Context: an optimization exercise on an open-source flow, tuned for small area, a short achievable clock period and few clock cycles. The choices shown serve that exercise and are no tape-out recipe. Function was checked by simulation only, so behaviour that the tests miss may differ from the original.

$ cat flow/config.mk
export PLATFORM = sky130hd
export DESIGN_NAME = ring_buffer_deque_core
export DESIGN_NICKNAME = ring_buffer_deque_core
export VERILOG_FILES = /design/flow/design.v
export SDC_FILE = /design/flow/constraint.sdc
export NUM_CORES = 4
export LEC_CHECK = 0
export CAP_MARGIN = 20
export CORE_MARGIN = 2
export CORE_UTILIZATION = 40
export SLEW_MARGIN = 20
$ cat flow/constraint.sdc
create_clock -name core_clock -period 8.0 [get_ports {i_clk}]
set_input_delay 1.6000 -clock core_clock [delete_from_list [all_inputs] [get_ports {i_clk}]]
set_output_delay 1.6000 -clock core_clock [all_outputs]
set_load 0.01 [all_outputs]
$ cat flow/design.v
package rbd_pkg;
    localparam int DEPTH_DEF      = 64;
    localparam int DATA_WIDTH_DEF = 32;
    localparam logic [2:0] ACT_PUSH_FRONT = 3'd0;
    localparam logic [2:0] ACT_PUSH_BACK  = 3'd1;
    localparam logic [2:0] ACT_POP_FRONT  = 3'd2;
    localparam logic [2:0] ACT_POP_BACK   = 3'd3;
    localparam logic [2:0] ACT_CONTAINS   = 3'd4;
    localparam logic [2:0] ACT_SORT       = 3'd5;
    localparam logic [1:0] ST_OK    = 2'd0;
    localparam logic [1:0] ST_FULL  = 2'd1;
    localparam logic [1:0] ST_EMPTY = 2'd2;
endpackage
module ring_buffer_deque_core #(
    parameter int DEPTH      = rbd_pkg::DEPTH_DEF,
    parameter int DATA_WIDTH = rbd_pkg::DATA_WIDTH_DEF
) (
    input  logic                        i_clk,
    input  logic                        i_rst_n,
    input  logic                        i_cfg_we,
    input  logic                        i_cfg_data,
    input  logic                        i_valid,
    output logic                        o_stall,
    input  logic [2:0]                  i_action,
    input  logic [31:0]                 i_elem_value,
    output logic                        o_valid,
    input  logic                        i_stall,
    output logic [1:0]                  o_status,
    output logic [31:0]                 o_data_out,
    output logic                        o_found,
    output logic [$clog2(DEPTH+1)-1:0]  o_count
);
    localparam int CW = $clog2(DEPTH + 1);
    localparam int W  = DATA_WIDTH;
    logic              r_sgn;
    logic [CW-1:0]     r_cnt;
    logic [DEPTH-1:0]  r_occ;           
    logic              r_sort;          
    logic              r_ph;            
    logic              q_v;
    logic [2:0]        q_act;
    logic [W-1:0]      q_val;
    logic              ov0, ov1;
    logic [1:0]        os0, os1;
    logic [W-1:0]      od0, od1;
    logic              of0, of1;
    logic [CW-1:0]     oc0, oc1;
    logic [W-1:0]      e [DEPTH];       
    logic exec;
    assign exec    = q_v && !r_sort && !ov1;
    assign o_stall = q_v && (r_sort || ov1);
    logic full, empty;
    assign full  = r_occ[DEPTH-1];
    assign empty = !r_occ[0];
    logic do_pf, do_pb, do_qf, do_qb, do_con, do_srt;
    assign do_pf  = exec && (q_act == rbd_pkg::ACT_PUSH_FRONT) && !full;
    assign do_pb  = exec && (q_act == rbd_pkg::ACT_PUSH_BACK)  && !full;
    assign do_qf  = exec && (q_act == rbd_pkg::ACT_POP_FRONT)  && !empty;
    assign do_qb  = exec && (q_act == rbd_pkg::ACT_POP_BACK)   && !empty;
    assign do_con = exec && (q_act == rbd_pkg::ACT_CONTAINS);
    assign do_srt = exec && (q_act == rbd_pkg::ACT_SORT);
    logic sorting;
    assign sorting = r_sort || do_srt;
    logic [DEPTH-2:0] gt;
    logic [DEPTH-1:0] eq;
    logic [DEPTH-1:0] last;             
    for (genvar i = 0; i < DEPTH; i++) begin : g_cmp
        if (i < DEPTH - 1) begin : g_gt
            logic [W-1:0] x, y;
            assign x = e[i]   ^ (W'(r_sgn) << (W - 1));
            assign y = e[i+1] ^ (W'(r_sgn) << (W - 1));
            assign gt[i] = r_occ[i+1] && (x > y);
            assign last[i] = r_occ[i] && !r_occ[i+1];
        end else begin : g_end
            assign last[i] = r_occ[i];
        end
        assign eq[i] = r_occ[i] && (e[i] == q_val);
    end
    logic sorted;
    assign sorted = !(|gt);
    logic [DEPTH-2:0] sw;
    for (genvar i = 0; i < DEPTH - 1; i++) begin : g_sw
        assign sw[i] = sorting && (r_ph == 1'(i % 2)) && gt[i];
    end
    for (genvar i = 0; i < DEPTH; i++) begin : g_el
        logic from_l, from_r, from_v;
        if (i == 0) begin : g_l0
            assign from_l = 1'b0;
            assign from_v = do_pf || (do_pb && !r_occ[0]);
        end else begin : g_ln
            assign from_l = do_pf || sw[i-1];
            assign from_v = do_pb && r_occ[i-1] && !r_occ[i];
        end
        if (i == DEPTH - 1) begin : g_rN
            assign from_r = 1'b0;
        end else begin : g_rn
            assign from_r = do_qf || sw[i];
        end
        always_ff @(posedge i_clk) begin
            if (from_v)      e[i] <= q_val;
            else if (from_l) e[i] <= e[i-1 < 0 ? 0 : i-1];
            else if (from_r) e[i] <= e[i+1 > DEPTH-1 ? DEPTH-1 : i+1];
        end
    end
    logic [W-1:0] back;
    always_comb begin
        back = '0;
        for (int i = 0; i < DEPTH; i++)
            back = back | ({W{last[i]}} & e[i]);
    end
    logic          res_v;
    logic [1:0]    res_st;
    logic [W-1:0]  res_d;
    logic          res_f;
    logic [CW-1:0] res_c;
    logic [CW-1:0] n_cnt;
    always_comb begin
        n_cnt = r_cnt;
        if (do_pf || do_pb) n_cnt = r_cnt + 1'b1;
        if (do_qf || do_qb) n_cnt = r_cnt - 1'b1;
    end
    always_comb begin
        res_v  = (exec && q_act != rbd_pkg::ACT_SORT) || (sorting && sorted);
        res_st = rbd_pkg::ST_OK;
        if (exec && q_act[2:1] == 2'b00 && full)  res_st = rbd_pkg::ST_FULL;
        if (exec && q_act[2:1] == 2'b01 && empty) res_st = rbd_pkg::ST_EMPTY;
        res_d  = do_qf ? e[0] : (do_qb ? back : '0);
        res_f  = do_con && (|eq);
        res_c  = n_cnt;
    end
    logic deliver;
    assign deliver = ov0 && !i_stall;
    always_ff @(posedge i_clk) begin
        if (!i_rst_n) begin
            r_sgn  <= 1'b0;
            r_cnt  <= '0;
            r_occ  <= '0;
            r_sort <= 1'b0;
            r_ph   <= 1'b0;
            q_v    <= 1'b0;
            ov0    <= 1'b0;
            ov1    <= 1'b0;
        end else begin
            if (i_cfg_we) r_sgn <= i_cfg_data;
            r_cnt <= n_cnt;
            if (do_pf || do_pb) r_occ <= {r_occ[DEPTH-2:0], 1'b1};
            if (do_qf || do_qb) r_occ <= {1'b0, r_occ[DEPTH-1:1]};
            r_sort <= sorting && !sorted;
            if (sorting) r_ph <= !r_ph;
            if (exec || !q_v) q_v <= i_valid;
            if (deliver) begin
                ov0 <= ov1 || res_v;
                ov1 <= ov1 && res_v;
            end else if (res_v) begin
                ov0 <= 1'b1;
                ov1 <= ov0;
            end
        end
    end
    always_ff @(posedge i_clk) begin
        if (exec || !q_v) begin
            q_act <= i_action;
            q_val <= i_elem_value;
        end
        if (deliver ? ov1 : 1'b0) begin
            os0 <= os1; od0 <= od1; of0 <= of1; oc0 <= oc1;
        end else if (deliver ? res_v : (res_v && !ov0)) begin
            os0 <= res_st; od0 <= res_d; of0 <= res_f; oc0 <= res_c;
        end
        if (res_v && (deliver ? ov1 : ov0)) begin
            os1 <= res_st; od1 <= res_d; of1 <= res_f; oc1 <= res_c;
        end
    end
    assign o_valid    = ov0;
    assign o_status   = os0;
    assign o_data_out = od0;
    assign o_found    = of0;
    assign o_count    = oc0;
endmodule
$ cat flow/run.sh
#!/bin/bash
# synth_recipe.tcl (not shown) runs the flow's synth.tcl, then flattens the netlist and writes it again
# the make line also repeats each setting of config.mk as NAME=value (left out here)
make -C /OpenROAD-flow-scripts/flow DESIGN_CONFIG=/design/flow/config.mk WORK_HOME=/design/flow/orfs CLKGATE_MAP_FILE= SYNTH_SCRIPT=/design/flow/synth_recipe.tcl finish
==> summary.txt <==
[Yosys cell counts, types with 176 or more instances]
library cell / instances / area [sq um]
buf_2: 194 / 971
a21oi_1: 2563 / 12800
nand4_1: 936 / 5860
a221oi_1: 301 / 2640
o21ai_0: 2242 / 11200
nor4_1: 319 / 2000
inv_1: 2061 / 7740
a22o_1: 241 / 2110
nor2_1: 2080 / 7810
edfxtp_1: 2167 / 65100
xor2_1: 336 / 2940
mux2i_1: 176 / 1760
a22oi_1: 551 / 4140
nand3_1: 335 / 1680
clkbuf_1: 1342 / 5040
xnor2_1: 1741 / 15200
nand2_1: 2637 / 9900
a21o_1: 275 / 2060
ha_1: 1955 / 24500
[per-stage QoR]
step	TNS [ns]	hold WS, ns	instance area (sq um)	cells
floorplan	0	0.467	198000	24000
global placement	-67.79	0.507	213000	30200
detailed placement	0	0.505	213000	30300
CTS	0	0.520	224000	30800
[power groups by stage]
stage          Clock [mW]  Combinational (mW)  Sequential (mW)
4_1_cts              14.6                4.22             13.6
3_5_place_dp            0                4.20             13.9
3_3_place_gp            0                4.15             13.9
2_1_floorplan           0                2.11             13.4
[cell families after synthesis]
logic type      synth area share (%)
fa+ha+maj                       12.5
xor+xnor                        9.21
mux                             1.11
buf+inv                         7.24
flops                           33.7
compound gates                  20.1
simple gates                    16.1
[routing by layer]
layer	overflow	track usage (%)
met3	3	62.5
met5	0	39.5
met1	1	79.9
met2	217	87.0
met4	141	69.4
[worst min path at each step]
stage | endpoint | start | slack [ns]
after global placement | od0[28]$_DFFE_PP_ | od1[28]$_DFFE_PP_ | 0.51
after CTS | od0[30]$_DFFE_PP_ | od1[30]$_DFFE_PP_ | 0.52
after floorplan | r_ph$_SDFFE_PN0P_ | r_ph$_SDFFE_PN0P_ | 0.47
after detailed placement | od0[30]$_DFFE_PP_ | od1[30]$_DFFE_PP_ | 0.51
==> summary.txt <==
Detailed placement ended at an HPWL of 1470000 microns. The floorplan row count came out at ~260. Clock tree synthesis selected as its root buffer the cell clkbuf_16.

The fraction of the yosys area taken by sequential cells is 33.7%. The worst-case setup slack after placement is 1.30 ns. The final estimated routing congestion in global placement is 1.41. The post-cts resize count came out at 0. The boundary pin count came out at 85. The count of buffers added on input and output ports is 84.

Entering global routing, the biggest net connects 67 pins. The count of cell types in the netlist came out at 92. The post-synthesis register bit count is 2244. The mapped cell area is 198000 sq um. The number of clock sinks came out at 2244. The number of nets produced by synthesis is 26000. The aggregate global routing overflow is 362.

Of all flip-flops after synthesis, the portion carrying an async set or reset was 0%. The hold buffer count at CTS is 0. The mean cell area of the mapped netlist is 8.23 sq um.

The die extent in y came out at 707 microns. The overall global routing resource usage came out at 75.6%. For this configuration, the core starts out at a cell density of 40.1%. The global-route wire length before repair is ~2500000 microns. Synthesis handed over a netlist of roughly 24000 instances. The x dimension of the die came out at 707 microns. Among all flip-flop cells after synthesis, the most frequent one is edfxtp_1. The flow stopped in 5_1_grt. The tool reported: "[ERROR GRT-0116] Global routing finished with congestion. Check the congestion regions in the DRC Viewer". Buffers inserted during clock tree synthesis total between 300 and 400. The flow did not finish. In this run the deepest clock path goes through 4 buffers. The via count of the first global-routing pass came out at 222000. The number of synthesized flops with an enable pin is between 2000 and 2500. The total number of H-tree levels is 5.

Yosys printed 2 warnings. After clock tree synthesis, the setup repair step added 0 buffers.
Testbench counts, summed over its fixed seeds: cycles 12,781.
